Background: an optimization exercise with open tools, aiming at small area, a short achievable clock period and few clock cycles per item. Do not read the settings as production practice.
RTL that was checked went through simulation tests only; none was proved equivalent to the original.
The RTL of runs 1 to 4 was laid out without a check of its function.

==> flow/design.v <==
module triangle_strip_tessellator (
    input  logic        clk,
    input  logic        rst_n,
    input  logic        start,
    output logic        busy,
    input  logic [47:0] corner_bottom_left,
    input  logic [47:0] corner_bottom_right,
    input  logic [47:0] corner_top,
    input  logic [47:0] normal_left,
    input  logic [47:0] normal_right,
    input  logic [47:0] normal_top,
    input  logic        cfg_wr_en,
    input  logic [3:0]  cfg_wr_data,
    output logic        vertex_valid,
    output logic [47:0] vertex_position,
    output logic [47:0] vertex_normal,
    output logic        last_vertex
);
    localparam int K       = 2;
    localparam int DIV_CYC = 16 / K;
    localparam int DCW     = $clog2(DIV_CYC);
    function automatic logic [16:0] add16(input logic [15:0] a, input logic [15:0] b, input logic ci);
        logic [15:0] g, p, gg, pp, gn, pn;
        logic [16:0] c;
        g  = a & b;
        p  = a ^ b;
        gg = g;
        pp = p;
        for (int l = 1; l < 16; l = l * 2)
        begin
            gn = gg;
            pn = pp;
            for (int i = l; i < 16; i++)
            begin
                gn[i] = gg[i] | (pp[i] & gg[i-l]);
                pn[i] = pp[i] & pp[i-l];
            end
            gg = gn;
            pp = pn;
        end
        c[0] = ci;
        for (int i = 1; i <= 16; i++)
            c[i] = gg[i-1] | (pp[i-1] & ci);
        add16 = {c[16], p ^ c[15:0]};
    endfunction
    function automatic logic [3:0] add4(input logic [3:0] x, input logic [3:0] y);
        logic [3:0] g, p;
        logic g10, g21, p21, g20;
        g   = x & y;
        p   = x ^ y;
        g10 = g[1] | (p[1] & g[0]);
        g21 = g[2] | (p[2] & g[1]);
        p21 = p[2] & p[1];
        g20 = g21 | (p21 & g[0]);
        add4 = {p[3] ^ g20, p[2] ^ g10, p[1] ^ g[0], p[0]};
    endfunction
    logic [3:0] cfg_q;
    logic [3:0] n_sat;
    always_ff @(posedge clk or negedge rst_n)
    begin
        if (!rst_n)
            cfg_q <= 4'd1;
        else if (cfg_wr_en)
            cfg_q <= cfg_wr_data;
    end
    assign n_sat = (cfg_q == 4'd0) ? 4'd1 : (cfg_q > 4'd10) ? 4'd10 : cfg_q;
    logic           busy_q, v_q, pend_q, top_q, last_q;
    logic           sel_l_q, sel_r_q, sel_t_q;
    logic [2:0]     slot_q;
    logic [3:0]     kleft_q;
    logic           first_q, run_q, done_q;
    logic [DCW-1:0] dcnt_q;
    logic       v_n, pend_n, top_n, last_n, busy_n;
    logic [2:0] slot_n;
    logic [3:0] kleft_n;
    logic       accept, upd_l, upd_r;
    assign accept = start && !busy_q;
    always_comb
    begin
        v_n     = v_q;
        pend_n  = pend_q;
        slot_n  = slot_q;
        top_n   = top_q;
        kleft_n = kleft_q;
        if (!busy_q)
        begin
            v_n     = start;
            pend_n  = 1'b0;
            slot_n  = 3'd0;
            top_n   = (n_sat == 4'd1);
            kleft_n = n_sat - 4'd2;
        end
        else if (pend_q)
        begin
            if (done_q)
            begin
                v_n    = 1'b1;
                pend_n = 1'b0;
            end
        end
        else if (top_q)
            slot_n = slot_q + 3'd1;
        else if (slot_q == 3'd5)
        begin
            slot_n = 3'd0;
            if (kleft_q == 4'd0)
                top_n = 1'b1;
            else
                kleft_n = kleft_q - 4'd1;
        end
        else if (slot_q == 3'd1 && !done_q)
        begin
            v_n    = 1'b0;
            pend_n = 1'b1;
            slot_n = 3'd2;
        end
        else
            slot_n = slot_q + 3'd1;
        last_n = v_n && top_n && (slot_n == 3'd2);
        busy_n = (v_n || pend_n) && !last_n;
    end
    assign upd_r = done_q && !top_q && ((v_q && slot_q == 3'd1) || pend_q);
    assign upd_l = v_q && !top_q && (slot_q == 3'd3);
    always_ff @(posedge clk or negedge rst_n)
    begin
        if (!rst_n)
        begin
            busy_q  <= 1'b0;
            v_q     <= 1'b0;
            pend_q  <= 1'b0;
            top_q   <= 1'b0;
            last_q  <= 1'b0;
            slot_q  <= 3'd0;
            kleft_q <= 4'd0;
            sel_l_q <= 1'b0;
            sel_r_q <= 1'b0;
            sel_t_q <= 1'b0;
            first_q <= 1'b0;
            run_q   <= 1'b0;
            done_q  <= 1'b0;
            dcnt_q  <= '0;
        end
        else
        begin
            busy_q  <= busy_n;
            v_q     <= v_n;
            pend_q  <= pend_n;
            top_q   <= top_n;
            last_q  <= last_n;
            slot_q  <= slot_n;
            kleft_q <= kleft_n;
            sel_t_q <= top_n && (slot_n == 3'd2);
            sel_r_q <= top_n ? (slot_n == 3'd1)
                             : (slot_n == 3'd1 || slot_n == 3'd2 || slot_n == 3'd4);
            sel_l_q <= top_n ? (slot_n == 3'd0)
                             : (slot_n == 3'd0 || slot_n == 3'd3 || slot_n == 3'd5);
            first_q <= accept;
            if (accept)
            begin
                run_q  <= 1'b0;
                done_q <= (n_sat == 4'd1);
            end
            else if (first_q)
            begin
                run_q  <= !done_q;
                dcnt_q <= '0;
            end
            else if (run_q)
            begin
                dcnt_q <= dcnt_q + DCW'(1);
                if (dcnt_q == DCW'(DIV_CYC - 1))
                begin
                    run_q  <= 1'b0;
                    done_q <= 1'b1;
                end
            end
        end
    end
    logic [15:0] pt_q  [6];      
    logic [15:0] tp_q  [3];
    logic [47:0] nl_q, nr_q, nt_q;
    logic        odd_q;          
    logic [2:0]  hl_q;           
    logic [3:0]  c0_q, c1_q;     
    always_ff @(posedge clk)
    begin
        if (!busy_q)
        begin
            nl_q  <= normal_left;
            nr_q  <= normal_right;
            nt_q  <= normal_top;
            odd_q <= n_sat[0];
            hl_q  <= n_sat[3:1];
            c0_q  <= {1'b0, n_sat[3:1]} + {3'd0, n_sat[0]};
            c1_q  <= -{1'b0, n_sat[3:1]};
        end
    end
    for (genvar l = 0; l < 3; l++)
    begin : g_tp
        always_ff @(posedge clk)
        begin
            if (!busy_q)
                tp_q[l] <= corner_top[16*l +: 16];
        end
    end
    for (genvar j = 0; j < 6; j++)
    begin : g_lane
        localparam int L = j % 3;
        logic [15:0] q_q;        
        logic [3:0]  u_q;        
        logic [3:0]  e_q;        
        logic        ng_q;       
        logic [16:0] sum;
        logic [15:0] q_it;
        logic [3:0]  u_it;
        logic [4:0]  s5;
        logic        w, cst, cst_q, upd;
        logic [3:0]  e_nx;
        assign sum = add16(pt_q[j], q_q, first_q | ~cst);
        always_comb
        begin
            logic f;
            q_it = q_q;
            u_it = u_q;
            for (int i = 0; i < K; i++)
            begin
                f    = ~u_it[3] | (q_it[15] & odd_q & (&u_it));
                u_it = add4({u_it[2:0], q_it[15]}, f ? c1_q : c0_q);
                q_it = {q_it[14:0], ~f};
            end
        end
        assign s5   = {1'b0, e_q} + {u_q[3], u_q};
        assign w    = ($signed(s5) >= $signed({2'b00, hl_q}));
        assign e_nx = w ? 4'(s5 - {2'b00, hl_q}) : 4'(s5 + {1'b0, c0_q});
        assign cst  = (e_q == 4'd0) ? (ng_q && (u_q != -c0_q)) : cst_q;
        always_ff @(posedge clk)
            cst_q <= ng_q ? (w ^ (e_nx != 4'd0) ^ (e_q != 4'd0)) : w;
        assign upd  = (j < 3) ? upd_l : upd_r;
        always_ff @(posedge clk)
        begin
            if (!busy_q)
                q_q <= ~corner_top[16*L +: 16];
            else if (first_q)
            begin
                q_q  <= sum[15:0];
                ng_q <= pt_q[j][15] ^ q_q[15] ^ sum[16];
                u_q  <= (pt_q[j][15] ^ q_q[15] ^ sum[16]) ? 4'({1'b0, hl_q} - 4'd1) : -c0_q;
                e_q  <= 4'd0;
            end
            else if (run_q)
            begin
                q_q <= q_it;
                u_q <= u_it;
            end
            else if (upd)
                e_q <= e_nx;
        end
        always_ff @(posedge clk)
        begin
            if (!busy_q)
                pt_q[j] <= (j < 3) ? corner_bottom_left[16*L +: 16]
                                   : corner_bottom_right[16*L +: 16];
            else if (upd)
                pt_q[j] <= sum[15:0];
        end
    end
    logic [47:0] pl, pr, pt;
    assign pl = {pt_q[2], pt_q[1], pt_q[0]};
    assign pr = {pt_q[5], pt_q[4], pt_q[3]};
    assign pt = {tp_q[2], tp_q[1], tp_q[0]};
    assign busy            = busy_q;
    assign vertex_valid    = v_q;
    assign last_vertex     = last_q;
    assign vertex_position = ({48{sel_l_q}} & pl) | ({48{sel_r_q}} & pr) | ({48{sel_t_q}} & pt);
    assign vertex_normal   = ({48{sel_l_q}} & nl_q) | ({48{sel_r_q}} & nr_q) | ({48{sel_t_q}} & nt_q);
endmodule
==> flow/run.sh <==
#!/bin/bash
# synth_recipe.tcl (not shown) runs the flow's synth.tcl, then flattens the netlist and writes it again
# the make line also repeats each setting of config.mk as NAME=value (left out here)
make -C /OpenROAD-flow-scripts/flow DESIGN_CONFIG=/design/flow/config.mk WORK_HOME=/design/flow/orfs CLKGATE_MAP_FILE= SYNTH_SCRIPT=/design/flow/synth_recipe.tcl finish
==> flow/config.mk <==
export PLATFORM = sky130hd
export DESIGN_NAME = triangle_strip_tessellator
export DESIGN_NICKNAME = triangle_strip_tessellator
export VERILOG_FILES = /design/flow/design.v
export SDC_FILE = /design/flow/constraint.sdc
export NUM_CORES = 4
export LEC_CHECK = 0
export CAP_MARGIN = 20
export CORE_MARGIN = 2
export CORE_UTILIZATION = 40
export SETUP_SLACK_MARGIN = 2.5
export SLEW_MARGIN = 20
==> flow/constraint.sdc <==
create_clock -name core_clock -period 6.0 [get_ports {clk}]
set_input_delay 1.2000 -clock core_clock [delete_from_list [all_inputs] [get_ports {clk}]]
set_output_delay 1.2000 -clock core_clock [all_outputs]
set_load 0.01 [all_outputs]
==> results of run 1 <==
## state kept, by name, summed over array words and instances, names as in the netlist, 6 cells and up
signal        flops
g_lane.cst_q      6
g_lane.e_q       24
g_lane.ng_q       6
g_lane.q_q       96
g_lane.u_q       24
nl_q             48
nr_q             48
nt_q             48
pt_q             96
tp_q             48
## critical path, cell delays in order, from the launching register on
cell,delay [ns]
sky130_fd_sc_hd__edfxtp_1,0.52
sky130_fd_sc_hd__ha_4,0.23
sky130_fd_sc_hd__fa_2,0.39
sky130_fd_sc_hd__xor2_2,0.20
sky130_fd_sc_hd__ha_1,0.29
sky130_fd_sc_hd__nor2b_4,0.13
sky130_fd_sc_hd__o31a_1,0.32
sky130_fd_sc_hd__mux2i_4,0.22
sky130_fd_sc_hd__ha_1,0.29
sky130_fd_sc_hd__a21o_1,0.19
sky130_fd_sc_hd__a21oi_2,0.14
sky130_fd_sc_hd__xnor2_1,0.08
sky130_fd_sc_hd__or3_1,0.34
sky130_fd_sc_hd__a21oi_2,0.17
sky130_fd_sc_hd__xnor2_1,0.15
sky130_fd_sc_hd__nand2_1,0.09
sky130_fd_sc_hd__xnor2_1,0.12
## layer usage
| layer | share of wire, % | wire length [um] |
|---|---|---|
| met3 | 8.5 | 8513 |
| met4 | 5.1 | 5154 |
| met5 | 0.11 | 109 |
| met1 | 39 | 39540 |
| met2 | 47 | 47070 |
## area by class of cell
class / instances / area share, %
Antenna cell: 2 / 0.01256
Clock buffer: 61 / 3.482
Timing Repair Buffer: 673 / 15.92
Sequential cell: 480 / 35.75
Clock inverter: 41 / 1.337
Multi-Input combinational cell: 1663 / 38.60
Tap cell: 950 / 2.983
Inverter: 195 / 1.906
## logic make-up (layout without fill, tap and decap cells)
kind of cell	Yosys count	after routing	synth area share [%]
AO/OA/AOI/OAI	604	604	15.18
flip-flops	480	480	49.23
AND/OR/NAND/NOR	439	439	7.172
buffers and inverters	307	970	4.090
adder cells (fa/ha/maj)	237	237	11.03
XOR/XNOR	192	192	6.276
multiplexers	190	190	7.012
other	1	3	0.01297
## cell usage in the layout, fill, tap and decap left out, types with 14 or more instances in the layout
| master | synthesis | final |
|---|---|---|
| sky130_fd_sc_hd__a21o_1 | 64 | 64 |
| sky130_fd_sc_hd__a21oi_1 | 152 | 118 |
| sky130_fd_sc_hd__a21oi_2 | 1 | 24 |
| sky130_fd_sc_hd__a222oi_1 | 96 | 96 |
| sky130_fd_sc_hd__buf_12 | 0 | 20 |
| sky130_fd_sc_hd__buf_2 | 3 | 22 |
| sky130_fd_sc_hd__buf_4 | 1 | 192 |
| sky130_fd_sc_hd__buf_6 | 3 | 56 |
| sky130_fd_sc_hd__clkbuf_16 | 0 | 56 |
| sky130_fd_sc_hd__clkbuf_2 | 0 | 53 |
| sky130_fd_sc_hd__clkdlybuf4s50_1 | 0 | 297 |
| sky130_fd_sc_hd__clkinv_2 | 0 | 17 |
| sky130_fd_sc_hd__dfrtp_1 | 24 | 19 |
| sky130_fd_sc_hd__edfxtp_1 | 449 | 449 |
| sky130_fd_sc_hd__fa_2 | 0 | 17 |
| sky130_fd_sc_hd__ha_1 | 206 | 159 |
| sky130_fd_sc_hd__ha_2 | 0 | 14 |
| sky130_fd_sc_hd__ha_4 | 0 | 33 |
| sky130_fd_sc_hd__inv_1 | 193 | 173 |
| sky130_fd_sc_hd__mux2_2 | 100 | 82 |
| sky130_fd_sc_hd__mux2_4 | 0 | 18 |
| sky130_fd_sc_hd__mux2i_1 | 90 | 86 |
| sky130_fd_sc_hd__nand2_1 | 147 | 133 |
| sky130_fd_sc_hd__nand3_1 | 18 | 15 |
| sky130_fd_sc_hd__nor2_1 | 123 | 106 |
| sky130_fd_sc_hd__nor2b_1 | 39 | 33 |
| sky130_fd_sc_hd__nor3_1 | 25 | 22 |
| sky130_fd_sc_hd__o211ai_1 | 18 | 18 |
| sky130_fd_sc_hd__o21a_1 | 21 | 21 |
| sky130_fd_sc_hd__o21ai_0 | 95 | 70 |
| sky130_fd_sc_hd__o221a_2 | 24 | 24 |
| sky130_fd_sc_hd__xnor2_1 | 106 | 76 |
| sky130_fd_sc_hd__xnor2_2 | 1 | 31 |
| sky130_fd_sc_hd__xor2_1 | 76 | 67 |
## what timing repair did
| action | in CTS | in global routing |
|---|---|---|
| buffers inserted | 130 | 105 |
| endpoints found under the setup margin | 327 | 158 |
| resized for setup | 284 | 310 |
| gates cloned | 4 | 4 |
| endpoints found under the hold margin | 0 | 0 |
| pin swaps | 150 | 215 |
## final timing paths
check                                  endpoint  slack (ns)  depth (start not counted)
worst max-delay path            g_lane[2].cst_q        2.02                         16
worst min-delay path                  dcnt_q[0]        0.54                          2
worst max register to register  g_lane[2].cst_q        2.02                         16
worst min register to register        dcnt_q[0]        0.54                          2
max in group asynchronous               first_q        5.00                          1
min in group asynchronous               sel_l_q        0.57                          1
## stage by stage
stage | utilization [%] | cells
floorplan | - | 2450
global placement | 48.48 | 3716
detailed placement | 48.53 | 3718
CTS | 53.43 | 3954
global route | 55.74 | 4064
finish | 55.75 | 4065
==> out/summary.txt, run 1 <==
Status: timing/DRC/antenna clean
Root buffer cell: sky130_fd_sc_hd__clkbuf_16
Number of buffers between clock root and the deepest sink: 3
Post-detailed-routing wire length: 100.4 mm
Clk pin slew, worst setup/hold paths: 0.06 ns
Met3 track demand over resource in global routing: 6.546%
DRT iter0 DRCs: 2072
Sequential cell area: 14250 sq um
Most frequent cell after synthesis: sky130_fd_sc_hd__edfxtp_1
Full die area: 74430 sq um
Setup TNS: 0 ns
WL/cell: 24.69 um
Cell count after synthesis: 2450
Maximum fanout along the worst path: 4
Remaining routing DRC violations: 0
TritonCTS clock tree: done
Start point of the worst hold path: dcnt_q[0]
Placeable core area: 71490 sq um
DIE HEIGHT: 272.8 um
Remaining Overflow, GRT: 0
Vias in the first global route: 23350
Total count of max-transition violations in the final report: 0
Global-route total usage across every layer: 25.87%
Cell accounting for the most synthesized area: sky130_fd_sc_hd__edfxtp_1
Post-synth ARST share: 5.208%
Worst-Margin Slew: 1.073 ns
Met1 Resource Use GR: 32.25%
Synth warnings: 3
Horizontal extent of the die: 272.8 um
Layout area overhead: 37.87%
Std cell rows: 98
Fraction of the cycle the final worst path needs: 66.34%
Cell area after technology mapping: 28910 sq um
Clk sinks: 480
Starting density of the core: 40.44%
Classification of the worst-slack hold path: reg2reg
Number of storage elements in the synthesis netlist: 480
Unique masters post-synth: 83
CP arrival: 4.50 ns
Estimated wirelength of the detail-placed design: 66.04 mm
Number of buffers created by CTS: 54
Vias per inst: 5.616
Synthesized area per cell: 11.80 sq um
Unrepaired setup endpoints after global routing: true
Leading post-synthesis cells by instance count: 449 x sky130_fd_sc_hd__edfxtp_1, 206 x sky130_fd_sc_hd__ha_1, 193 x sky130_fd_sc_hd__inv_1
Area used by multi-input combinational logic: 15380 sq um
Antenna-violating nets left: 0
Critical path class: reg2reg
Crit. End Element: flop
First-pass GRT wire length: 145.0 mm
Hold WS: 0.5375 ns
Ports: 395
Fin area: 39850 sq um
F_max: 251.2 MHz
Share of layout cells above drive strength 1: 28.11%
Setup clock skew after layout: 0.02132 ns
Clock insertion delay at the later pin of the skew report: 0.63 ns
Leading cell types by total area after synthesis: sky130_fd_sc_hd__edfxtp_1 47%, sky130_fd_sc_hd__ha_1 8.9%, sky130_fd_sc_hd__mux2_2 3.9%
H-tree lvl count: 2
RePlAce Congestion: 0.8840
Setup slack after layout: 2.019 ns
Hold Fails Final Rpt: 0
Reg-to-reg critical path startpoint: g_lane[2].u_q[0]
Sequential share of the synthesized area: 49.23%
Initial antenna violation count: 13
Max-capacitance violation count: 0
CTS hold repair buffers: 0
Synth Flop Type: sky130_fd_sc_hd__edfxtp_1
Launching element type of the critical path: flop
Launching instance or port of the critical path: g_lane[2].u_q[0]
Port bufs: 394
Number of flops mapped to enable cells by yosys: 449
Number of optimization iterations in the first detailed-route pass: 6
M2 GR Usage: 42.16%
Clock period minus worst slack: 3.981 ns
Placed Instance Area: 34690 sq um
Number of nets in the final layout: 3599
Finish-stage setup viols: 0
Post-placement worst setup slack: 1.506 ns
Maximum number of pins on one net before global-route repair: 130
Worst Path Required: 6.51 ns
Total via count in the routed design: 22830
Busiest metal layer after global routing: met2
Max transition margin: 28.19%
Number of fillers in the final layout: 5878
Top cell type's share of synthesized area: 46.64%
Synthesized net count: 2982
==> run 2, diff against run 1 <==
--- a/flow/config.mk
+++ b/flow/config.mk
@@ -9,4 +9,3 @@
 export CORE_MARGIN = 2
 export CORE_UTILIZATION = 40
-export SETUP_SLACK_MARGIN = 2.5
 export SLEW_MARGIN = 20
==> out/summary.txt, run 2 <==
Sequential share of the synthesized area: 49.23%
Number of storage elements in the synthesis netlist: 480
Post-CTS setup-driven buffer insertion count: 0
Total via count in the routed design: 21500
Biggest regs: g_lane.q_q x96, pt_q x96
WL/cell: 23.53 um
Register-to-register setup slack: 1.22 ns
Hold path depth: 2
Worst Path Required: 6.36 ns
Estimated wirelength of the detail-placed design: 63.77 mm
Setup TNS: 0 ns
Finish-stage setup viols: 0
Vias per inst: 5.648
CTS hold repair buffers: 0
Ports: 395
Post-synth ARST share: 5.208%
Synthesized area per cell: 11.80 sq um
Cell count after synthesis: 2450
Top cell type's share of synthesized area: 46.64%
Adder and majority gate portion of the synthesized area: 11.03%
CP arrival: 5.14 ns
Share of layout cells above drive strength 1: 9.772%
Maximum fanout along the worst path: 9
Final design utilization: 49.76%
Number of placed instances, taps included: 3711
Fraction of the cycle the final worst path needs: 79.68%
Cell area after technology mapping: 28910 sq um
Number of flops mapped to enable cells by yosys: 449
Clock insertion delay at the later pin of the skew report: 0.61 ns
Cell accounting for the most synthesized area: sky130_fd_sc_hd__edfxtp_1
Status: timing/DRC/antenna clean
Vias in the first global route: 22260
Initial antenna violation count: 8
First-pass GRT wire length: 135.6 mm
RePlAce Congestion: 0.8588
Leading cell types by total area after synthesis: sky130_fd_sc_hd__edfxtp_1 47%, sky130_fd_sc_hd__ha_1 8.9%, sky130_fd_sc_hd__mux2_2 3.9%
H-tree lvl count: 2
Maximum number of pins on one net before global-route repair: 97
Cell-by-cell trace of the critical path: inv_1 > ha_1 > xor2_1 > nor4_1 > buf_4 > nand3_1 > o211ai_1 > a211oi_1 > o31ai_1 > o31a_1 > mux2i_1 > mux2_2
Most frequent cell after synthesis: sky130_fd_sc_hd__edfxtp_1
# resized after CTS: 0
Crit path max-delay cell type: sky130_fd_sc_hd__edfxtp_1
Layout area overhead: 23.06%
Number of optimization iterations in the first detailed-route pass: 9
Port bufs: 394
Number of nets in the final layout: 3348
Post-detailed-routing wire length: 89.56 mm
Number of non-filler instances in the completed layout: 3807
Setup clock skew after layout: 0.01150 ns
Clk pin slew, worst setup/hold paths: 0.06 ns
Reg-to-reg endpoint: g_lane[2].u_q[0]
Multiplexer share of the synthesized area: 7.012%
Start point of the worst hold path: dcnt_q[1]
Worst stage delay on the critical path: 0.76 ns
Xor-xnor portion of the synthesized cell area: 6.276%
Unrepaired setup endpoints after global routing: false
Post-Synth Simple-Gate Area: 7.172%
WHS Endpoint: dcnt_q[1]
DRT iter0 DRCs: 1959
Global-route total usage across every layer: 23.73%
F_max: 209.2 MHz
Synth warnings: 3
Leading post-synthesis cells by instance count: 449 x sky130_fd_sc_hd__edfxtp_1, 206 x sky130_fd_sc_hd__ha_1, 193 x sky130_fd_sc_hd__inv_1
Hold Fails Final Rpt: 0
Remaining routing DRC violations: 0
FF-to-FF path depth: 12
Max-capacitance violation count: 0
Number of buffers between clock root and the deepest sink: 3
Root buffer cell: sky130_fd_sc_hd__clkbuf_16
Synth Flop Type: sky130_fd_sc_hd__edfxtp_1
Antenna-violating nets left: 0
Placeable core area: 71490 sq um
Horizontal extent of the die: 272.8 um
Crit. End Element: flop
Classification of the worst-slack hold path: reg2reg
Remaining Overflow, GRT: 0
Fraction of the mapped netlist area in compound gates: 15.18%
Reg-to-reg critical path startpoint: c0_q[1]
Critical path class: reg2reg
Starting density of the core: 40.44%
Top library cells by usage in the layout, fill and taps aside: 449 x sky130_fd_sc_hd__edfxtp_1, 393 x sky130_fd_sc_hd__clkdlybuf4s50_1, 206 x sky130_fd_sc_hd__ha_1
Clk sinks: 480
Full die area: 74430 sq um
Most common cell after layout, fill and taps aside: sky130_fd_sc_hd__edfxtp_1
Clock period minus worst slack: 4.781 ns
Total count of max-transition violations in the final report: 0
Synthesized net count: 2982
TritonCTS clock tree: done
Unique masters post-synth: 83
Number of buffers created by CTS: 53
Worst-Margin Slew: 1.010 ns
Launching element type of the critical path: flop
Max transition margin: 32.45%
Combinational family with the most area after synthesis: compound AO/OA/AOI/OAI gates
DIE HEIGHT: 272.8 um
Std cell rows: 98
[run 2: changes by cell type in the layout (fill, tap and decap cells not counted), moves of 19 or more]
cell,change
sky130_fd_sc_hd__buf_6,-56
sky130_fd_sc_hd__clkdlybuf4s50_1,+96
sky130_fd_sc_hd__buf_4,-165
sky130_fd_sc_hd__o21ai_0,+25
sky130_fd_sc_hd__a21oi_1,+34
sky130_fd_sc_hd__inv_1,+19
sky130_fd_sc_hd__xnor2_2,-29
sky130_fd_sc_hd__buf_2,-21
sky130_fd_sc_hd__clkbuf_2,-53
sky130_fd_sc_hd__xnor2_1,+29
sky130_fd_sc_hd__ha_1,+47
sky130_fd_sc_hd__a21oi_2,-23
sky130_fd_sc_hd__ha_4,-33
[run 2: layout make-up]
cell class | instances | area [sq um]
Inverter | 195 | 739.5
Multi-Input combinational cell | 1663 | 13530
Sequential cell | 480 | 14250
Tap cell | 950 | 1189
Clock buffer | 59 | 1349
Antenna cell | 2 | 5.005
Clock inverter | 35 | 330.3
Timing Repair Buffer | 423 | 4182
Fill cell | 6288 | 35910
[run 2: critical path, delay by kind of cell (launching register included)]
kind | cells | cell delay [ns]
xor gates and xnor gates | 1 | 0.23
and+or+nand+nor | 2 | 0.50
buffers and inverters | 2 | 0.61
DFF | 1 | 0.76
AOI/OAI and AO/OA | 4 | 1.46
muxes | 2 | 0.40
adders and majority gates | 1 | 0.56
[run 2: worst max path at each step]
stage | cells after the start | end | from
finish | 12 | g_lane[2].u_q[0] | c0_q[1]
global route | 12 | g_lane[2].u_q[0] | c0_q[1]
CTS | 12 | g_lane[2].u_q[0] | c0_q[1]
detailed placement | 12 | g_lane[2].u_q[0] | c0_q[1]
global placement | 12 | g_lane[2].u_q[0] | c0_q[1]
floorplan | 5 | g_lane[0].u_q[0] | busy_q
[run 2: layer usage]
layer	vias to the layer above	global-route usage [%]	share of wire (%)
met3	122	4.973	7.0
met2	713	40.38	49
met1	10650	30.99	42
li1	10010	-	-
met4	14	5.379	2.0
met5	-	0	0.10
[run 2: logic make-up (layout without fill, tap and decap cells)]
kind of cell / after synthesis / after routing
fa+ha+maj: 237 / 237
xor+xnor: 192 / 192
flops: 480 / 480
simple gates: 439 / 439
buf+inv: 307 / 712
other cells: 1 / 3
compound gates: 604 / 604
mux: 190 / 190
[run 2: per-stage QoR]
stage	cell area [sq um]	hold slack, ns	setup WS [ns]
after floorplan	28910	0.4763	0.1944
after global placement	33890	0.4934	1.344
after detailed placement	33890	0.5130	1.270
after CTS	35570	0.5270	1.174
after global routing	35570	0.5695	0.8647
final	35570	0.5269	1.219
==> run 3, diff against run 2 <==
--- a/flow/design.v
+++ b/flow/design.v
@@ -55,4 +55,16 @@
         add4 = {p[3] ^ g20, p[2] ^ g10, p[1] ^ g[0], p[0]};
     endfunction
+    function automatic logic [4:0] add5(input logic [4:0] x, input logic [4:0] y, input logic ci);
+        logic [4:0] g, p, c;
+        g    = x & y;
+        p    = x ^ y;
+        c[0] = ci;
+        c[1] = g[0] | (p[0] & ci);
+        c[2] = g[1] | (p[1] & g[0]) | (p[1] & p[0] & ci);
+        c[3] = g[2] | (p[2] & g[1]) | (p[2] & p[1] & g[0]) | (p[2] & p[1] & p[0] & ci);
+        c[4] = g[3] | (p[3] & g[2]) | (p[3] & p[2] & g[1]) | (p[3] & p[2] & p[1] & g[0])
+             | (p[3] & p[2] & p[1] & p[0] & ci);
+        add5 = p ^ c;
+    endfunction
     logic [3:0] cfg_q;
     logic [3:0] n_sat;
@@ -69,5 +81,5 @@
     logic [2:0]     slot_q;
     logic [3:0]     kleft_q;
-    logic           first_q, run_q, done_q;
+    logic           first_q, run_q, done_q, conv_q;
     logic [DCW-1:0] dcnt_q;
     logic       v_n, pend_n, top_n, last_n, busy_n;
@@ -139,4 +151,5 @@
             run_q   <= 1'b0;
             done_q  <= 1'b0;
+            conv_q  <= 1'b0;
             dcnt_q  <= '0;
         end
@@ -156,4 +169,5 @@
                              : (slot_n == 3'd0 || slot_n == 3'd3 || slot_n == 3'd5);
             first_q <= accept;
+            conv_q  <= run_q && (dcnt_q == DCW'(DIV_CYC - 1));
             if (accept)
             begin
@@ -183,4 +197,5 @@
     logic [2:0]  hl_q;           
     logic [3:0]  c0_q, c1_q;     
+    logic [3:0]  up_q;           
     always_ff @(posedge clk)
     begin
@@ -194,4 +209,5 @@
             c0_q  <= {1'b0, n_sat[3:1]} + {3'd0, n_sat[0]};
             c1_q  <= -{1'b0, n_sat[3:1]};
+            up_q  <= -({1'b0, n_sat[3:1]} + {3'd0, n_sat[0]});
         end
     end
@@ -214,5 +230,5 @@
         logic [15:0] q_it;
         logic [3:0]  u_it;
-        logic [4:0]  s5;
+        logic [4:0]  d5;
         logic        w, cst, cst_q, upd;
         logic [3:0]  e_nx;
@@ -221,4 +237,5 @@
         begin
             logic f;
+            logic [3:0] a0, a1;
             q_it = q_q;
             u_it = u_q;
@@ -226,14 +243,20 @@
             begin
                 f    = ~u_it[3] | (q_it[15] & odd_q & (&u_it));
-                u_it = add4({u_it[2:0], q_it[15]}, f ? c1_q : c0_q);
+                a0   = add4({u_it[2:0], q_it[15]}, c0_q);
+                a1   = add4({u_it[2:0], q_it[15]}, c1_q);
+                u_it = f ? a1 : a0;
                 q_it = {q_it[14:0], ~f};
             end
         end
-        assign s5   = {1'b0, e_q} + {u_q[3], u_q};
-        assign w    = ($signed(s5) >= $signed({2'b00, hl_q}));
-        assign e_nx = w ? 4'(s5 - {2'b00, hl_q}) : 4'(s5 + {1'b0, c0_q});
-        assign cst  = (e_q == 4'd0) ? (ng_q && (u_q != -c0_q)) : cst_q;
-        always_ff @(posedge clk)
-            cst_q <= ng_q ? (w ^ (e_nx != 4'd0) ^ (e_q != 4'd0)) : w;
+        assign d5   = add5({1'b0, e_q}, {1'b1, ~u_q}, 1'b1);
+        assign w    = ~d5[4];
+        assign e_nx = conv_q ? add4(u_q, c0_q) : (w ? d5[3:0] : add4(d5[3:0], {hl_q, odd_q}));
+        assign cst  = conv_q ? (ng_q && (u_q != up_q)) : cst_q;
+        always_ff @(posedge clk)
+        begin
+            logic nz_nx;
+            nz_nx = w ? (e_q != u_q) : ((e_q != 4'd0) || (u_q != {hl_q, odd_q}));
+            cst_q <= ng_q ? (w ^ nz_nx ^ (e_q != 4'd0)) : w;
+        end
         assign upd  = (j < 3) ? upd_l : upd_r;
         always_ff @(posedge clk)
@@ -245,6 +268,5 @@
                 q_q  <= sum[15:0];
                 ng_q <= pt_q[j][15] ^ q_q[15] ^ sum[16];
-                u_q  <= (pt_q[j][15] ^ q_q[15] ^ sum[16]) ? 4'({1'b0, hl_q} - 4'd1) : -c0_q;
-                e_q  <= 4'd0;
+                u_q  <= (pt_q[j][15] ^ q_q[15] ^ sum[16]) ? 4'({1'b0, hl_q} - 4'd1) : up_q;
             end
             else if (run_q)
@@ -253,4 +275,11 @@
                 u_q <= u_it;
             end
+            else if (conv_q)
+                u_q <= 4'({1'b0, hl_q} - u_q);
+        end
+        always_ff @(posedge clk)
+        begin
+            if (first_q)
+                e_q <= 4'd0;
             else if (upd)
                 e_q <= e_nx;
--- a/flow/config.mk
+++ b/flow/config.mk
@@ -9,3 +9,4 @@
 export CORE_MARGIN = 2
 export CORE_UTILIZATION = 40
+export SETUP_SLACK_MARGIN = 2.7
 export SLEW_MARGIN = 20
==> out/summary.txt, run 3 <==
Status: timing/DRC/antenna clean
TritonCTS clock tree: done
Number of buffers between clock root and the deepest sink: 3
Worst-Margin Slew: 1.113 ns
Number of optimization iterations in the first detailed-route pass: 6
Max transition margin: 25.52%
Std cell rows: 103
Global-route total usage across every layer: 26.08%
Most frequent cell after synthesis: sky130_fd_sc_hd__edfxtp_1
Estimated wirelength of the detail-placed design: 74.93 mm
Leading cell types by total area after synthesis: sky130_fd_sc_hd__edfxtp_1 40%, sky130_fd_sc_hd__ha_1 10%, sky130_fd_sc_hd__xnor2_1 4.0%
Start point of the worst hold path: g_lane[2].e_q[3]
Worst Path Required: 4.80 ns
Hold Fails Final Rpt: 0
Cell count after synthesis: 2877
F_max: 284.2 MHz
Cell accounting for the most synthesized area: sky130_fd_sc_hd__edfxtp_1
Synthesized net count: 3485
Maximum number of pins on one net before global-route repair: 117
Share of layout cells above drive strength 1: 16.55%
Synth warnings: 3
Worst stage delay on the critical path: 0.62 ns
DIE HEIGHT: 286.0 um
Unrepaired setup endpoints after global routing: true
Sequential share of the synthesized area: 44.34%
CP arrival: 2.32 ns
Number of flops mapped to enable cells by yosys: 428
Remaining Overflow, GRT: 0
Leading post-synthesis cells by instance count: 428 x sky130_fd_sc_hd__edfxtp_1, 264 x sky130_fd_sc_hd__ha_1, 211 x sky130_fd_sc_hd__inv_1
Setup slack after layout: 2.481 ns
Vias in the first global route: 25950
Layout area overhead: 26.29%
Crit. End Element: output pin
Finish-stage setup viols: 0
H-tree lvl count: 2
Total count of max-transition violations in the final report: 0
Synthesized area per cell: 11.06 sq um
Synth Flop Type: sky130_fd_sc_hd__edfxtp_1
Fraction of the cycle the final worst path needs: 58.65%
Launching element type of the critical path: flop
Full die area: 81800 sq um
Biggest regs: g_lane.q_q x96, pt_q x96
Number of placed instances, taps included: 4225
Setup clock skew after layout: 0.02975 ns
First-pass GRT wire length: 162.7 mm
CP top delay family: compound AO/OA/AOI/OAI gates
Ports: 395
Launching instance or port of the critical path: sel_l_q
Maximum fanout along the worst path: 8
Post-detailed-routing wire length: 110.0 mm
Final design utilization: 50.94%
Post-placement worst setup slack: 2.262 ns
Clock insertion delay at the later pin of the skew report: 0.64 ns
Cell area after technology mapping: 31810 sq um
Unique masters post-synth: 86
Number of buffers created by CTS: 58
Setup TNS: 0 ns
Max-capacitance violation count: 0
Clock period minus worst slack: 3.519 ns
Number of non-filler instances in the completed layout: 4430
Clk sinks: 484
Starting density of the core: 40.33%
Cell-by-cell trace of the critical path: buf_12 > a222oi_1 > inv_1 > buf_2
DRT iter0 DRCs: 2600
Register-to-register setup slack: 2.66 ns
Root buffer cell: sky130_fd_sc_hd__clkbuf_16
Top cell type's share of synthesized area: 40.40%
Critical path class: reg2out
RePlAce Congestion: 0.8947
Number of storage elements in the synthesis netlist: 484
Classification of the worst-slack hold path: reg2reg
Top library cells by usage in the layout, fill and taps aside: 428 x sky130_fd_sc_hd__edfxtp_1, 298 x sky130_fd_sc_hd__clkdlybuf4s50_1, 254 x sky130_fd_sc_hd__ha_1
Placeable core area: 78870 sq um
CTS hold repair buffers: 0
Horizontal extent of the die: 286.0 um
Crit path max-delay cell type: sky130_fd_sc_hd__a222oi_1
Antenna-violating nets left: 0
Buf+Inv Stages, Crit Path: 3
Post-synth ARST share: 5.372%
Clk pin slew, worst setup/hold paths: 0.06 ns
Most common cell after layout, fill and taps aside: sky130_fd_sc_hd__edfxtp_1
Number of nets in the final layout: 3935
Reg-to-reg critical path startpoint: up_q[0]
Port bufs: 394
Vias per inst: 5.823
WL/cell: 24.83 um
Total via count in the routed design: 25800
Initial antenna violation count: 15
Remaining routing DRC violations: 0
run 3: changes by cell type in the layout (fill, tap and decap cells not counted), moves of 20 or more:
cell,previous run,this run
sky130_fd_sc_hd__dfxtp_1,6,30
sky130_fd_sc_hd__o211ai_1,18,38
sky130_fd_sc_hd__edfxtp_1,449,428
sky130_fd_sc_hd__clkdlybuf4s50_1,393,298
sky130_fd_sc_hd__ha_1,206,254
sky130_fd_sc_hd__nand2b_1,11,36
sky130_fd_sc_hd__a21oi_1,152,196
sky130_fd_sc_hd__buf_4,27,84
sky130_fd_sc_hd__xnor2_1,105,145
sky130_fd_sc_hd__a21o_1,64,93
sky130_fd_sc_hd__buf_2,1,74
run 3: cells by family after synthesis:
logic type                 count (synthesis)  share of synthesized area, %
AOI/OAI and AO/OA                        743                         16.37
and+or+nand+nor                          564                         8.755
DFF                                      484                         44.34
buffers and inverters                    346                         4.149
adders and majority gates                312                         13.40
xor gates and xnor gates                 235                         6.470
muxes                                    192                         6.498
other                                      1                       0.01179
run 3: metal layers:
metal	global-route usage, %	up-vias	routed length, um
li1	-	11720	-
met1	34.82	12780	46260
met2	42.45	1084	51670
met3	4.888	198	8673
met4	9.005	8	3361
met5	0	-	46
run 3: per-stage QoR:
stage	cell area (sq um)	hold slack [ns]
after floorplan	31880	0.4527
after global placement	36930	0.4710
after detailed placement	36930	0.4787
after CTS	39440	0.4877
after global routing	40170	0.5124
final	40170	0.4855
run 3: final timing paths:
check                                 endpoint  depth (start not counted)
setup reg to reg              g_lane[3].u_q[2]                         12
max in group asynchronous               conv_q                          2
hold reg to reg               g_lane[2].e_q[3]                          2
min in group asynchronous              sel_l_q                          2
setup / recovery           vertex_position[38]                          4
hold / removal                g_lane[2].e_q[3]                          2
run 3: tightest hold or removal path, stage by stage, from the launching register on:
cell	delay, ns
sky130_fd_sc_hd__dfxtp_1	0.33
sky130_fd_sc_hd__nand2_1	0.06
sky130_fd_sc_hd__a21oi_1	0.05
run 3: final cells by class:
type / count / area [sq um]
sequential: 484 / 14130
clock buffer: 73 / 1539
antenna: 8 / 20.02
multi-input combinational: 2047 / 17050
clock inverter: 32 / 265.3
fill: 7118 / 38700
inverter: 213 / 814.5
tap: 1050 / 1314
timing repair buffer: 523 / 5047
run 3: timing repair:
item                       CTS  global route
resized for setup          385           150
gates cloned                 4             3
buffers inserted            52            33
setup endpoints to repair  155           136
pin swaps                   96           110
==> run 4, diff against run 3 <==
--- a/flow/design.v
+++ b/flow/design.v
@@ -298,8 +298,28 @@
     assign pr = {pt_q[5], pt_q[4], pt_q[3]};
     assign pt = {tp_q[2], tp_q[1], tp_q[0]};
+    logic                v_o_q, last_o_q;
+    logic [47:0]         pos_o_q, nrm_o_q;
+    always_ff @(posedge clk or negedge rst_n)
+    begin
+        if (!rst_n)
+        begin
+            v_o_q    <= 1'b0;
+            last_o_q <= 1'b0;
+        end
+        else
+        begin
+            v_o_q    <= v_q;
+            last_o_q <= last_q;
+        end
+    end
+    always_ff @(posedge clk)
+    begin
+        pos_o_q <= ({48{sel_l_q}} & pl) | ({48{sel_r_q}} & pr) | ({48{sel_t_q}} & pt);
+        nrm_o_q <= ({48{sel_l_q}} & nl_q) | ({48{sel_r_q}} & nr_q) | ({48{sel_t_q}} & nt_q);
+    end
     assign busy            = busy_q;
-    assign vertex_valid    = v_q;
-    assign last_vertex     = last_q;
-    assign vertex_position = ({48{sel_l_q}} & pl) | ({48{sel_r_q}} & pr) | ({48{sel_t_q}} & pt);
-    assign vertex_normal   = ({48{sel_l_q}} & nl_q) | ({48{sel_r_q}} & nr_q) | ({48{sel_t_q}} & nt_q);
+    assign vertex_valid    = v_o_q;
+    assign last_vertex     = last_o_q;
+    assign vertex_position = pos_o_q;
+    assign vertex_normal   = nrm_o_q;
 endmodule
==> out/summary.txt, run 4 <==
Initial antenna violation count: 15
Maximum fanout along the worst path: 10
Biggest regs: g_lane.q_q x96, pt_q x96
Buf+Inv Stages, Crit Path: 3
Estimated wirelength of the detail-placed design: 76.86 mm
DIE HEIGHT: 297.1 um
Max transition margin: 21.45%
Unique masters post-synth: 89
Number of fillers in the final layout: 7713
Cell area after technology mapping: 34360 sq um
First-pass GRT wire length: 163.2 mm
Worst stage delay on the critical path: 0.57 ns
Port bufs: 394
Ports: 395
RePlAce Congestion: 0.9044
Antenna-violating nets left: 0
Finish-stage setup viols: 0
Synthesized net count: 3668
Sequential share of the synthesized area: 46.79%
Cell accounting for the most synthesized area: sky130_fd_sc_hd__edfxtp_1
F_max: 307.6 MHz
Leading post-synthesis cells by instance count: 428 x sky130_fd_sc_hd__edfxtp_1, 264 x sky130_fd_sc_hd__ha_1, 257 x sky130_fd_sc_hd__a21oi_1
DRT iter0 DRCs: 2135
Number of nets in the final layout: 4085
Clock insertion delay at the later pin of the skew report: 0.64 ns
Final design utilization: 50.17%
Remaining Overflow, GRT: 0
Most frequent cell after synthesis: sky130_fd_sc_hd__edfxtp_1
Launching instance or port of the critical path: c1_q[0]
Number of buffers created by CTS: 72
Number of optimization iterations in the first detailed-route pass: 6
Crit path max-delay cell type: sky130_fd_sc_hd__mux4_2
TritonCTS clock tree: done
WL/cell: 23.29 um
Top library cells by usage in the layout, fill and taps aside: 428 x sky130_fd_sc_hd__edfxtp_1, 394 x sky130_fd_sc_hd__clkdlybuf4s50_1, 261 x sky130_fd_sc_hd__ha_1
Leading cell types by total area after synthesis: sky130_fd_sc_hd__edfxtp_1 37%, sky130_fd_sc_hd__ha_1 9.6%, sky130_fd_sc_hd__dfxtp_1 7.3%
Fraction of the cycle the final worst path needs: 54.18%
Number of storage elements in the synthesis netlist: 582
Register-to-register setup slack: 2.75 ns
Layout area overhead: 24.33%
Number of flops mapped to enable cells by yosys: 428
CTS hold repair buffers: 0
Post-placement worst setup slack: 2.282 ns
Hold Fails Final Rpt: 0
H-tree lvl count: 3
Setup clock skew after layout: 0.03681 ns
Unrepaired setup endpoints after global routing: true
Reg-to-reg endpoint: g_lane[0].u_q[3]
Synth Flop Type: sky130_fd_sc_hd__edfxtp_1
Post-synth ARST share: 4.811%
Classification of the worst-slack hold path: reg2reg
Clock period minus worst slack: 3.251 ns
Vias per inst: 5.563
Root buffer cell: sky130_fd_sc_hd__clkbuf_16
CP top delay family: multiplexers
FF-to-FF path depth: 12
Cell count after synthesis: 3060
Std cell rows: 107
Status: timing/DRC/antenna clean
Worst setup endpoint: g_lane[0].u_q[3]
Crit. End Element: flop
Clk pin slew, worst setup/hold paths: 0.06 ns
Instance count on the critical path: 12
Total via count in the routed design: 26060
Post-detailed-routing wire length: 109.1 mm
Clk sinks: 582
Placeable core area: 85150 sq um
Global-route total usage across every layer: 23.98%
Starting density of the core: 40.35%
Max-capacitance violation count: 0
Most common cell after layout, fill and taps aside: sky130_fd_sc_hd__edfxtp_1
Synthesized area per cell: 11.23 sq um
Synth warnings: 3
Top cell type's share of synthesized area: 37.41%
Full die area: 88260 sq um
Total count of max-transition violations in the final report: 0
Launching element type of the critical path: flop
Share of layout cells above drive strength 1: 11.73%
Reg-to-reg critical path startpoint: c1_q[0]
Critical path class: reg2reg
Cell-by-cell trace of the critical path: buf_6 > buf_12 > ha_2 > inv_2 > fa_1 > nand2b_4 > o311a_1 > mux4_2 > mux2i_2 > xnor2_1 > nor2_1 > a211oi_2
Maximum number of pins on one net before global-route repair: 97
Number of buffers between clock root and the deepest sink: 3
Setup slack after layout: 2.749 ns
Worst-Margin Slew: 1.178 ns
Hold WS: 0.3473 ns
Vias in the first global route: 26160
Setup TNS: 0 ns
Worst Path Required: 6.34 ns
Horizontal extent of the die: 297.1 um
Remaining routing DRC violations: 0
CP arrival: 3.59 ns
run 4: cell types whose count changed after synthesis, moves of 11 or more:
| cell | delta |
|---|---|
| sky130_fd_sc_hd__nand4_1 | +15 |
| sky130_fd_sc_hd__o21ai_0 | -22 |
| sky130_fd_sc_hd__clkbuf_1 | +12 |
| sky130_fd_sc_hd__xnor2_1 | +12 |
| sky130_fd_sc_hd__o211ai_1 | -16 |
| sky130_fd_sc_hd__nand2_1 | -14 |
| sky130_fd_sc_hd__a21o_1 | +13 |
| sky130_fd_sc_hd__a21oi_1 | +55 |
| sky130_fd_sc_hd__and3_1 | +11 |
| sky130_fd_sc_hd__xor2_1 | -18 |
| sky130_fd_sc_hd__nor2_1 | +31 |
| sky130_fd_sc_hd__dfxtp_1 | +96 |
run 4: worst min-delay path by stage:
| stage | startpoint | end | slack, ns | depth (start not counted) |
|---|---|---|---|---|
| after floorplan | last_q | last_o_q | 0.33 | 0 |
| after global placement | last_q | last_o_q | 0.33 | 0 |
| after detailed placement | last_q | last_o_q | 0.34 | 0 |
| after CTS | last_q | last_o_q | 0.35 | 0 |
| after global routing | last_q | last_o_q | 0.36 | 0 |
| final | last_q | last_o_q | 0.35 | 0 |
run 4: cell type report:
class | count | area [sq um] | area share [%]
clock inverter | 36 | 481.7 | 1.128
multi-input combinational | 2119 | 17120 | 40.07
inverter | 220 | 840.8 | 1.968
sequential | 582 | 16100 | 37.69
antenna | 4 | 10.01 | 0.02343
clock buffer | 98 | 2011 | 4.707
tap | 1144 | 1431 | 3.351
timing repair buffer | 482 | 4727 | 11.07
run 4: stage by stage:
step                instance area (sq um)  std cells
finish                              42720       4685
global route                        42710       4683
CTS                                 42160       4645
detailed placement                  39530       4498
global placement                    39530       4498
floorplan                           34370       3060
run 4: per-layer routing:
layer	vias up	wire length [um]	GRT usage (%)
met5	-	134	0
met4	20	2953	7.083
met3	193	7822	5.463
met2	867	51090	39.63
met1	12690	47100	31.34
li1	12300	-	-
run 4: logic make-up after synthesis:
| family | after synthesis | synth area share [%] |
|---|---|---|
| compound gates | 805 | 16.65 |
| flops | 582 | 46.79 |
| simple gates | 578 | 8.099 |
| buf+inv | 359 | 4.020 |
| fa+ha+maj | 312 | 12.41 |
| xor+xnor | 229 | 5.837 |
| mux | 194 | 6.187 |
| other cells | 1 | 0.01091 |
run 4: what timing repair did:
item                                    4_1_cts  5_1_grt
pin swaps                                     1       12
buffers inserted                             13       35
endpoints found under the setup margin       33       53
gates cloned                                  0        1
resized for setup                             5       55
==> run 5, diff against run 4 <==
--- a/flow/design.v
+++ b/flow/design.v
@@ -17,6 +17,6 @@
     output logic        last_vertex
 );
-    localparam int K       = 2;
-    localparam int DIV_CYC = 16 / K;
+    localparam int R4      = 1;
+    localparam int DIV_CYC = 8 / R4;
     localparam int DCW     = $clog2(DIV_CYC);
     function automatic logic [16:0] add16(input logic [15:0] a, input logic [15:0] b, input logic ci);
@@ -55,4 +55,17 @@
         add4 = {p[3] ^ g20, p[2] ^ g10, p[1] ^ g[0], p[0]};
     endfunction
+    function automatic logic [5:0] add6(input logic [5:0] x, input logic [5:0] y);
+        logic [5:0] g, p, c;
+        g    = x & y;
+        p    = x ^ y;
+        c[0] = 1'b0;
+        c[1] = g[0];
+        c[2] = g[1] | (p[1] & g[0]);
+        c[3] = g[2] | (p[2] & g[1]) | (p[2] & p[1] & g[0]);
+        c[4] = g[3] | (p[3] & g[2]) | (p[3] & p[2] & g[1]) | (p[3] & p[2] & p[1] & g[0]);
+        c[5] = g[4] | (p[4] & g[3]) | (p[4] & p[3] & g[2]) | (p[4] & p[3] & p[2] & g[1])
+             | (p[4] & p[3] & p[2] & p[1] & g[0]);
+        add6 = p ^ c;
+    endfunction
     function automatic logic [4:0] add5(input logic [4:0] x, input logic [4:0] y, input logic ci);
         logic [4:0] g, p, c;
@@ -194,8 +207,6 @@
     logic [15:0] tp_q  [3];
     logic [47:0] nl_q, nr_q, nt_q;
-    logic        odd_q;          
-    logic [2:0]  hl_q;           
-    logic [3:0]  c0_q, c1_q;     
-    logic [3:0]  up_q;           
+    logic [3:0]  n_q;
+    logic [5:0]  nm1_q, nm2_q, nm3_q;    
     always_ff @(posedge clk)
     begin
@@ -205,9 +216,8 @@
             nr_q  <= normal_right;
             nt_q  <= normal_top;
-            odd_q <= n_sat[0];
-            hl_q  <= n_sat[3:1];
-            c0_q  <= {1'b0, n_sat[3:1]} + {3'd0, n_sat[0]};
-            c1_q  <= -{1'b0, n_sat[3:1]};
-            up_q  <= -({1'b0, n_sat[3:1]} + {3'd0, n_sat[0]});
+            n_q   <= n_sat;
+            nm1_q <= -{2'b00, n_sat};
+            nm2_q <= -{1'b0, n_sat, 1'b0};
+            nm3_q <= -({2'b00, n_sat} + {1'b0, n_sat, 1'b0});
         end
     end
@@ -236,25 +246,43 @@
         always_comb
         begin
-            logic f;
-            logic [3:0] a0, a1;
+            logic [5:0] t, d1, d2, d3;
             q_it = q_q;
             u_it = u_q;
-            for (int i = 0; i < K; i++)
+            for (int i = 0; i < R4; i++)
             begin
-                f    = ~u_it[3] | (q_it[15] & odd_q & (&u_it));
-                a0   = add4({u_it[2:0], q_it[15]}, c0_q);
-                a1   = add4({u_it[2:0], q_it[15]}, c1_q);
-                u_it = f ? a1 : a0;
-                q_it = {q_it[14:0], ~f};
+                t  = {u_it, q_it[15:14]};
+                d1 = add6(t, nm1_q);
+                d2 = add6(t, nm2_q);
+                d3 = add6(t, nm3_q);
+                if (!d3[5])
+                begin
+                    u_it = d3[3:0];
+                    q_it = {q_it[13:0], 2'b00};
+                end
+                else if (!d2[5])
+                begin
+                    u_it = d2[3:0];
+                    q_it = {q_it[13:0], 2'b01};
+                end
+                else if (!d1[5])
+                begin
+                    u_it = d1[3:0];
+                    q_it = {q_it[13:0], 2'b10};
+                end
+                else
+                begin
+                    u_it = t[3:0];
+                    q_it = {q_it[13:0], 2'b11};
+                end
             end
         end
         assign d5   = add5({1'b0, e_q}, {1'b1, ~u_q}, 1'b1);
         assign w    = ~d5[4];
-        assign e_nx = conv_q ? add4(u_q, c0_q) : (w ? d5[3:0] : add4(d5[3:0], {hl_q, odd_q}));
-        assign cst  = conv_q ? (ng_q && (u_q != up_q)) : cst_q;
+        assign e_nx = conv_q ? u_q : (w ? d5[3:0] : add4(d5[3:0], n_q));
+        assign cst  = conv_q ? (ng_q && (u_q != 4'd0)) : cst_q;
         always_ff @(posedge clk)
         begin
             logic nz_nx;
-            nz_nx = w ? (e_q != u_q) : ((e_q != 4'd0) || (u_q != {hl_q, odd_q}));
+            nz_nx = w ? (e_q != u_q) : ((e_q != 4'd0) || (u_q != n_q));
             cst_q <= ng_q ? (w ^ nz_nx ^ (e_q != 4'd0)) : w;
         end
@@ -262,5 +290,10 @@
         always_ff @(posedge clk)
         begin
-            if (!busy_q)
+            if (run_q)
+            begin
+                q_q <= q_it;
+                u_q <= u_it;
+            end
+            else if (!busy_q)
                 q_q <= ~corner_top[16*L +: 16];
             else if (first_q)
@@ -268,13 +301,8 @@
                 q_q  <= sum[15:0];
                 ng_q <= pt_q[j][15] ^ q_q[15] ^ sum[16];
-                u_q  <= (pt_q[j][15] ^ q_q[15] ^ sum[16]) ? 4'({1'b0, hl_q} - 4'd1) : up_q;
-            end
-            else if (run_q)
-            begin
-                q_q <= q_it;
-                u_q <= u_it;
+                u_q  <= (pt_q[j][15] ^ q_q[15] ^ sum[16]) ? (n_q - 4'd1) : 4'd0;
             end
             else if (conv_q)
-                u_q <= 4'({1'b0, hl_q} - u_q);
+                u_q <= n_q - u_q;
         end
         always_ff @(posedge clk)
--- a/flow/config.mk
+++ b/flow/config.mk
@@ -9,4 +9,4 @@
 export CORE_MARGIN = 2
 export CORE_UTILIZATION = 40
-export SETUP_SLACK_MARGIN = 2.7
+export SETUP_SLACK_MARGIN = 3.4
 export SLEW_MARGIN = 20
==> out/summary.txt, run 5 <==
Status: timing/DRC/antenna clean
Maximum fanout along the worst path: 4
Initial antenna violation count: 2
Std cell rows: 105
Antenna-violating nets left: 0
Remaining routing DRC violations: 0
Start point of the worst hold path: last_q
Number of fillers in the final layout: 6983
Max transition margin: 21.21%
Biggest regs: g_lane.q_q x96, pt_q x96
Vias in the first global route: 27790
Number of storage elements in the synthesis netlist: 581
Clk pin slew, worst setup/hold paths: 0.06 ns
Total count of max-transition violations in the final report: 0
Fin area: 45980 sq um
Placed Instance Area: 38490 sq um
Synthesized area per cell: 10.79 sq um
Most common cell after layout, fill and taps aside: sky130_fd_sc_hd__edfxtp_1
Starting density of the core: 40.38%
Port bufs: 394
TritonCTS clock tree: done
Clock insertion delay at the later pin of the skew report: 0.64 ns
Layout area overhead: 38.91%
Setup clock skew after layout: 0.03757 ns
Remaining Overflow, GRT: 0
Number of buffers created by CTS: 66
Ports: 395
Buf+Inv Stages, Crit Path: 0
Number of flops mapped to enable cells by yosys: 427
Critical path class: reg2reg
RePlAce Congestion: 0.9008
Top library cells by usage in the layout, fill and taps aside: 427 x sky130_fd_sc_hd__edfxtp_1, 295 x sky130_fd_sc_hd__clkdlybuf4s50_1, 251 x sky130_fd_sc_hd__inv_1
WL/cell: 24.34 um
Vias per inst: 5.825
Crit. End Element: flop
DRT iter0 DRCs: 2866
Total via count in the routed design: 27990
Number of buffers between clock root and the deepest sink: 3
Register-to-register setup slack: 2.97 ns
Worst stage delay on the critical path: 0.58 ns
H-tree lvl count: 3
Finish-stage setup viols: 0
Synth warnings: 3
Post-detailed-routing wire length: 117.0 mm
Hold path depth: 0
Classification of the worst-slack hold path: reg2reg
Unique masters post-synth: 90
Global-route total usage across every layer: 26.39%
Number of optimization iterations in the first detailed-route pass: 8
Horizontal extent of the die: 291.7 um
Fraction of the cycle the final worst path needs: 50.47%
Most frequent cell after synthesis: sky130_fd_sc_hd__edfxtp_1
Unrepaired setup endpoints after global routing: true
Setup TNS: 0 ns
Cell area after technology mapping: 33100 sq um
Reg-to-reg endpoint: g_lane[0].u_q[3]
Crit path max-delay cell type: sky130_fd_sc_hd__or4_4
Instance count on the critical path: 7
Sequential share of the synthesized area: 48.48%
Cell accounting for the most synthesized area: sky130_fd_sc_hd__edfxtp_1
Top cell type's share of synthesized area: 38.74%
Clock period minus worst slack: 3.028 ns
Cell-by-cell trace of the critical path: or4_4 > a311oi_4 > a311o_2 > a211oi_4 > o311ai_4 > a21oi_2 > or4_4
Root buffer cell: sky130_fd_sc_hd__clkbuf_16
Launching element type of the critical path: flop
CP top delay family: compound AO/OA/AOI/OAI gates
Estimated wirelength of the detail-placed design: 76.68 mm
Maximum number of pins on one net before global-route repair: 162
Worst Path Required: 6.36 ns
Post-synth ARST share: 4.819%
Post-placement worst setup slack: 2.557 ns
Leading cell types by total area after synthesis: sky130_fd_sc_hd__edfxtp_1 39%, sky130_fd_sc_hd__ha_1 9.7%, sky130_fd_sc_hd__dfxtp_1 7.6%
Placeable core area: 81980 sq um
Reg-to-reg critical path startpoint: g_lane[0].u_q[1]
CP arrival: 3.39 ns
Synth Flop Type: sky130_fd_sc_hd__edfxtp_1
FF-to-FF path depth: 7
Synthesized net count: 3656
Share of layout cells above drive strength 1: 23.06%
Number of nets in the final layout: 4268
Cell type with the highest occurrence count on the critical path: sky130_fd_sc_hd__or4_4
Cell count after synthesis: 3067
WHS Endpoint: last_o_q
F_max: 330.2 MHz
Worst-Margin Slew: 1.181 ns
Max-capacitance violation count: 0
DIE HEIGHT: 291.7 um
First-pass GRT wire length: 172.7 mm
Full die area: 85070 sq um
Setup slack after layout: 2.972 ns
Leading post-synthesis cells by instance count: 427 x sky130_fd_sc_hd__edfxtp_1, 269 x sky130_fd_sc_hd__inv_1, 257 x sky130_fd_sc_hd__ha_1
Hold Fails Final Rpt: 0
Clk sinks: 581
## run 5: cell types whose count changed in the layout (fill, tap and decap cells not counted), moves of 29 or more
cell                              previous run  this run
sky130_fd_sc_hd__xnor2_1                   159        74
sky130_fd_sc_hd__mux2_2                    102        23
sky130_fd_sc_hd__nand2_1                   149       204
sky130_fd_sc_hd__clkdlybuf4s50_1           394       295
sky130_fd_sc_hd__a21oi_1                   254       130
sky130_fd_sc_hd__buf_4                      74       168
sky130_fd_sc_hd__buf_6                       6        76
sky130_fd_sc_hd__inv_1                     209       251
sky130_fd_sc_hd__ha_1                      261       211
sky130_fd_sc_hd__nor2b_1                    38         9
sky130_fd_sc_hd__ha_4                        2        38
sky130_fd_sc_hd__mux2i_1                    80        26
sky130_fd_sc_hd__o21ai_1                     9        51
sky130_fd_sc_hd__dlygate4sd2_1               0        98
## run 5: worst register-to-register path: cells and delay by family, from the launching register on
family,cells,cell delay [ns]
simple gates,2,1.13
flops,1,0.40
compound gates,5,1.23
## run 5: logic make-up after synthesis
family | Yosys count | share of synthesized area [%]
XOR/XNOR | 168 | 4.445
adder cells (fa/ha/maj) | 293 | 11.89
multiplexers | 67 | 2.177
flip-flops | 581 | 48.48
buffers and inverters | 396 | 4.551
AND/OR/NAND/NOR | 694 | 9.998
AO/OA/AOI/OAI | 868 | 18.45
## run 5: how the worst max path moves through the flow
stage,start,to
6_report,g_lane[0].u_q[1],g_lane[0].u_q[3]
5_1_grt,g_lane[0].u_q[1],g_lane[0].u_q[1]
4_1_cts,g_lane[0].u_q[1],g_lane[0].u_q[3]
3_5_place_dp,conv_q,g_lane[0].q_q[12]
3_3_place_gp,conv_q,pt_q[0][15]
2_1_floorplan,busy_q,pt_q[0][0]
## run 5: stage by stage
stage          cells  utilization [%]  hold slack (ns)
2_1_floorplan   3067                -           0.3312
3_3_place_gp    4435            46.95           0.3486
3_5_place_dp    4435            46.95           0.3418
4_1_cts         4723            53.41           0.3586
5_1_grt         4804            56.08           0.3673
6_report        4805            56.09           0.3558
## run 5: area by class of cell
| class | count | area, sq um | share of cell area (%) |
|---|---|---|---|
| multi-input combinational | 2090 | 18670 | 40.61 |
| sequential | 581 | 16070 | 34.95 |
| timing repair buffer | 669 | 6540 | 14.22 |
| clock buffer | 86 | 1827 | 3.973 |
| tap | 1070 | 1339 | 2.912 |
| inverter | 271 | 1069 | 2.324 |
| clock inverter | 36 | 460.4 | 1.001 |
| antenna | 2 | 5.005 | 0.01089 |
## run 5: layer usage
layer  global-route usage (%)  wire length (um)  vias to the layer above  share of wire (%)
li1                         -                 -                    12760                  -
met1                    34.66             48930                    13820                 42
met2                    44.77             56100                     1172                 48
met3                    4.004              8031                      239                6.9
met4                    8.247              3894                        0                3.3
met5                        0                 0                        -                  0
## run 5: repair_timing
item	4_1_cts	5_1_grt
gates cloned	2	0
setup buffers	164	80
hold endpoints to repair	0	0
setup endpoints to repair	547	217
resized for setup	450	348
hold buffers	0	0
pin swaps	154	209
Testbench counts of run 5, summed over its fixed seeds: cycles 12,172, vertices 9,852.
==> run 6, diff against run 5 <==
--- a/flow/config.mk
+++ b/flow/config.mk
@@ -9,4 +9,4 @@
 export CORE_MARGIN = 2
 export CORE_UTILIZATION = 40
-export SETUP_SLACK_MARGIN = 3.4
+export SETUP_SLACK_MARGIN = 3.0
 export SLEW_MARGIN = 20
==> out/summary.txt, run 6 <==
Number of storage elements in the synthesis netlist: 581
Setup clock skew after layout: 0.03235 ns
First-pass GRT wire length: 164.4 mm
Post-detailed-routing wire length: 109.9 mm
Most common cell after layout, fill and taps aside: sky130_fd_sc_hd__edfxtp_1
Leading cell types by total area after synthesis: sky130_fd_sc_hd__edfxtp_1 39%, sky130_fd_sc_hd__ha_1 9.7%, sky130_fd_sc_hd__dfxtp_1 7.6%
Launching element type of the critical path: flop
Max-capacitance violation count: 0
Worst Path Required: 6.49 ns
Number of buffers between clock root and the deepest sink: 3
Maximum number of pins on one net before global-route repair: 160
RePlAce Congestion: 0.9247
Clock period minus worst slack: 3.146 ns
Maximum fanout along the worst path: 39
Biggest regs: g_lane.q_q x96, pt_q x96
Number of flops mapped to enable cells by yosys: 427
TritonCTS clock tree: done
Std cell rows: 105
Leading post-synthesis cells by instance count: 427 x sky130_fd_sc_hd__edfxtp_1, 269 x sky130_fd_sc_hd__inv_1, 257 x sky130_fd_sc_hd__ha_1
Max transition margin: 22.05%
Top library cells by usage in the layout, fill and taps aside: 427 x sky130_fd_sc_hd__edfxtp_1, 394 x sky130_fd_sc_hd__clkdlybuf4s50_1, 264 x sky130_fd_sc_hd__inv_1
Global-route total usage across every layer: 25.21%
CP arrival: 3.64 ns
Critical path class: reg2reg
Sequential share of the synthesized area: 48.48%
Number of non-filler instances in the completed layout: 4630
Synth warnings: 3
Area used by multi-input combinational logic: 16100 sq um
Number of optimization iterations in the first detailed-route pass: 6
Total via count in the routed design: 26740
Crit. End Element: flop
Worst-Margin Slew: 1.168 ns
Ports: 395
Remaining Overflow, GRT: 0
Cell area after technology mapping: 33100 sq um
Initial antenna violation count: 6
Clock insertion delay at the later pin of the skew report: 0.64 ns
Hold Fails Final Rpt: 0
Post-synth ARST share: 4.819%
Horizontal extent of the die: 291.7 um
Remaining routing DRC violations: 0
Port bufs: 394
Clk sinks: 581
Share of layout cells above drive strength 1: 9.873%
Unrepaired setup endpoints after global routing: true
Setup TNS: 0 ns
Number of placed instances, taps included: 4432
Synthesized area per cell: 10.79 sq um
Vias in the first global route: 26390
WL/cell: 23.74 um
Clk pin slew, worst setup/hold paths: 0.06 ns
Placeable core area: 81980 sq um
Cell count after synthesis: 3067
DIE HEIGHT: 291.7 um
Vias per inst: 5.775
Number of fillers in the final layout: 7465
Sequential cell area: 16070 sq um
Most frequent cell after synthesis: sky130_fd_sc_hd__edfxtp_1
Hold WS: 0.3593 ns
Synth Flop Type: sky130_fd_sc_hd__edfxtp_1
Estimated wirelength of the detail-placed design: 76.96 mm
Root buffer cell: sky130_fd_sc_hd__clkbuf_16
Fraction of the cycle the final worst path needs: 52.43%
Status: timing/DRC/antenna clean
Layout area overhead: 25.58%
CTS hold repair buffers: 0
run 6: cell counts after synthesis:
Identical to the previous run, type by type.
run 6: through the flow:
stage          instance area (sq um)  util, %  worst slack (ns)
3_3_place_gp                   38260    46.67             2.495
2_1_floorplan                  33210        -             2.875
6_report                       41570    50.71             2.854
3_5_place_dp                   38260    46.67             2.467
4_1_cts                        41060    50.08             2.831
5_1_grt                        41560    50.70             2.854
run 6: final cells by class:
| cell class | count | share of cell area, % |
|---|---|---|
| multi-input combinational | 2090 | 38.72 |
| clock inverter | 33 | 0.9391 |
| inverter | 271 | 2.501 |
| tap | 1070 | 3.221 |
| timing repair buffer | 490 | 11.50 |
| sequential | 581 | 38.66 |
| clock buffer | 90 | 4.437 |
| antenna | 5 | 0.03010 |
run 6: kinds of logic after synthesis:
family | Yosys count | share of synthesized area [%]
AO/OA/AOI/OAI | 868 | 18.45
XOR/XNOR | 168 | 4.445
adder cells (fa/ha/maj) | 293 | 11.89
buffers and inverters | 396 | 4.551
flip-flops | 581 | 48.48
multiplexers | 67 | 2.177
AND/OR/NAND/NOR | 694 | 9.998
run 6: routing by layer:
layer,track usage (%),share of wire (%),wire (um)
met5,0,0,0
met4,7.393,2.7,3005
met3,4.065,7.2,7875
met2,42.19,48,52520
met1,33.65,42,46500
run 6: worst paths after layout:
kind	start	to	slack, ns	cells past startpoint
worst max-delay path	run_q	g_lane[2].u_q[1]	2.85	6
worst min-delay path	last_q	last_o_q	0.36	0
worst max register to register	run_q	g_lane[2].u_q[1]	2.85	6
worst min register to register	last_q	last_o_q	0.36	0
max in group asynchronous	rst_n	conv_q	4.71	2
min in group asynchronous	rst_n	kleft_q[3]	0.95	2
run 6: critical path, cell delays in order (launching register included):
cell                       delay (ns)
sky130_fd_sc_hd__dfrtp_4         0.69
sky130_fd_sc_hd__inv_2           0.12
sky130_fd_sc_hd__buf_4           0.47
sky130_fd_sc_hd__nand2_1         0.40
sky130_fd_sc_hd__nor2_1          0.83
sky130_fd_sc_hd__o211ai_1        0.22
sky130_fd_sc_hd__or4b_1          0.23
run 6: what timing repair did:
item	4_1_cts	5_1_grt
pin swaps	15	13
setup buffers	45	25
gates resized for setup	35	66
cloned	0	0
setup endpoints to repair	155	77

afterwards: timing with drivers on the ports:
The results above use ideal ports. As a check the final layouts listed here were re-extracted and re-timed, cells and wires unchanged.
Step 1 sets driving cells, clkbuf_16 on the clock port and buf_2 on the other inputs (assumed; they add their load-dependent delay and slew).
Step 2 times the ports against the registers' clock, not the clock port: input delays grow and output delays shrink by t, the midpoint of the rising clock arrivals with the driver on.
Three values: ideal ports, drivers, drivers and shift; two values: the first two.
run | t, ns | setup WS [ns] | hold slack, ns | worst setup path after step 2 | cell pins on the clock port's net
run 1 | 0.679 | 2.019 / 2.019 / 2.019 | 0.538 / 0.535 / 0.538 | register to register | 1
run 2 | 0.663 | 1.219 / 1.219 / 1.219 | 0.527 / 0.527 / 0.527 | register to register | 1
run 3 | 0.691 | 2.481 / 2.415 / 2.663 | 0.486 / 0.486 / 0.486 | register to register | 1
run 4 | 0.688 | 2.749 / 2.749 / 2.749 | 0.347 / 0.347 / 0.347 | register to register | 1
run 5 | 0.678 | 2.972 / 2.972 / 2.972 | 0.356 / 0.356 / 0.356 | register to register | 1
run 6 | 0.683 | 2.854 / 2.854 / 2.854 | 0.359 / 0.359 / 0.359 | register to register | 1
After both steps every run listed still meets setup and hold.
